Background: an optimization exercise with open tools, aiming at small area, a short achievable clock period and few clock cycles per item. Do not read the settings as production practice. At most, simulation tests tie the RTL to the original design; equivalence was not proved.

## lstm_delta
module lstm_delta
(
    input  logic                     clk,
    input  logic                     xrst,
    input  logic                     in_valid,
    output logic                     in_ready,
    input  logic                     in_last,
    input  logic signed [15:0] i,
    input  logic signed [15:0] f,
    input  logic signed [15:0] o,
    input  logic signed [15:0] a,
    input  logic signed [15:0] tanh_c,
    input  logic signed [15:0] c_prev,
    input  logic signed [15:0] dh,
    input  logic signed [15:0] dc_next,
    output logic                     out_valid,
    input  logic                     out_ready,
    output logic                     out_last,
    output logic signed [15:0] di,
    output logic signed [15:0] df,
    output logic signed [15:0] do_,
    output logic signed [15:0] da,
    output logic signed [15:0] dc_prev
);
For scale: roughly 13000 cells after synthesis, about 220 I/O pins.
==> flow/config.mk <==
export PLATFORM = sky130hd
export DESIGN_NAME = lstm_delta
export DESIGN_NICKNAME = lstm_delta
export VERILOG_FILES = /design/flow/design.v
export SDC_FILE = /design/flow/constraint.sdc
export NUM_CORES = 4
export LEC_CHECK = 0
export ABC_AREA = 1
export ABC_CLOCK_PERIOD_IN_PS = 3500
export CAP_MARGIN = 20
export CORE_MARGIN = 2
export CORE_UTILIZATION = 65
export SLEW_MARGIN = 20
export SYNTH_HIERARCHICAL = 1
==> flow/constraint.sdc <==
create_clock -name core_clock -period 12.0 [get_ports {clk}]
set_input_delay 2.4000 -clock core_clock [delete_from_list [all_inputs] [get_ports {clk}]]
set_output_delay 2.4000 -clock core_clock [all_outputs]
set_load 0.01 [all_outputs]
standard.sh (not shown) runs the stock make flow with config.mk's settings and CLKGATE_MAP_FILE= SYNTH_SCRIPT=/design/flow/synth_recipe.tcl, a recipe that flattens the netlist after the stock synthesis.
==> flow/flow/run.sh <==
#!/bin/bash
# Standard ORFS layout (the standard.sh, standard synthesis unchanged) with two
# changes to how the layout is optimised:
#  - port buffers use buf_4 instead of the default delay-buffer choice;
#  - timing repair aims for extra setup margin, so the resizer works on the
#    register-to-register paths although the 12 ns constraint is met anyway.
# The SDC (clock period, I/O delays, load) is the standard flow's, unchanged.
set -euo pipefail
bash standard.sh \
  "BUFFER_PORTS_ARGS=-buffer_cell sky130_fd_sc_hd__buf_4" \
  SETUP_SLACK_MARGIN=8.3 \
  finish > standard_flow.log 2>&1
Testbench counts at the start, summed over its fixed seeds: cycles 8,056, items 8,000.
Then changed:
--- a/flow/design.v
+++ b/flow/design.v
@@ -8879,31 +8879,31 @@
             s1_m1_c <= m1_lo[8];
             s1_m2_a <= m2_r0[31:8];
             s1_m2_b <= m2_r1[31:8];
             s1_m2_c <= m2_lo[8];
             s1_n3_a <= n3_r0[23:8];
             s1_n3_b <= n3_r1[23:8];
             s1_n3_c <= n3_lo[8];
-            s1_n3_f <= ((~s0_tanh_c[15] && (s0_tanh_c >= 16'd2897)) || (s0_tanh_c[15] && (s0_tanh_c <= 16'hf4af)));
+            s1_n3_f <= (($signed(s0_tanh_c) >= 16'sd2897) || ($signed(s0_tanh_c) <= -16'sd2897));
             s1_n4_a <= n4_r0[23:8];
             s1_n4_b <= n4_r1[23:8];
             s1_n4_c <= n4_lo[8];
-            s1_n4_f <= ((~s0_a[15] && (s0_a >= 16'd2897)) || (s0_a[15] && (s0_a <= 16'hf4af)));
+            s1_n4_f <= (($signed(s0_a) >= 16'sd2897) || ($signed(s0_a) <= -16'sd2897));
             s1_gi_a <= gi_r0[23:8];
             s1_gi_b <= gi_r1[23:8];
             s1_gi_c <= gi_lo[8];
-            s1_gi_f <= ((~s0_i[15] && (s0_i >= 16'd3028)) || (s0_i[15] && (s0_i <= 16'hf52c)));
+            s1_gi_f <= (($signed(s0_i) >= 16'sd3028) || ($signed(s0_i) <= -16'sd2772));
             s1_gf_a <= gf_r0[23:8];
             s1_gf_b <= gf_r1[23:8];
             s1_gf_c <= gf_lo[8];
-            s1_gf_f <= ((~s0_f[15] && (s0_f >= 16'd3028)) || (s0_f[15] && (s0_f <= 16'hf52c)));
+            s1_gf_f <= (($signed(s0_f) >= 16'sd3028) || ($signed(s0_f) <= -16'sd2772));
             s1_go_a <= go_r0[23:8];
             s1_go_b <= go_r1[23:8];
             s1_go_c <= go_lo[8];
-            s1_go_f <= ((~s0_o[15] && (s0_o >= 16'd3028)) || (s0_o[15] && (s0_o <= 16'hf52c)));
+            s1_go_f <= (($signed(s0_o) >= 16'sd3028) || ($signed(s0_o) <= -16'sd2772));
             s1_i <= s0_i;
             s1_f <= s0_f;
             s1_a <= s0_a;
             s1_c_prev <= s0_c_prev;
             s1_dc_next <= s0_dc_next;
             s1_last <= s0_last;
             s2_m1 <= c1m1_v;
Result: First-iteration DRC count rises slightly. Wire length came out higher slightly. Hold slack degrades by 0.0051 ns. Fmax is lower by a few percent.
No functional check of the RTL was part of the second run of this note.

-- port drivers added, routing unchanged --
No port has a modelled driver above. Below, the same layouts with a new extraction and two added sets of constraints. Step 1, drivers: a clkbuf_16 drives clk and a buf_2 each remaining input, both assumed. Step 2 also shifts input and output timing later by t, the mid clock arrival at the registers, as if the neighbouring blocks saw the same clock. Three values: ideal ports, drivers, drivers and shift; two values: the first two.
run	shift t [ns]	setup WS [ns]	worst setup path after step 2	worst data-port slew with drivers (ns)
the first run	0.901	8.108 / 8.019 / 7.754	input to register	0.11
the second run	0.935	8.004 / 7.912 / 7.685	input to register	0.10
After both steps setup and hold are still met in every run listed. For the first run, which loses most, drivers alone change the setup slack by -0.089 ns; drivers and shift together by -0.354 ns.
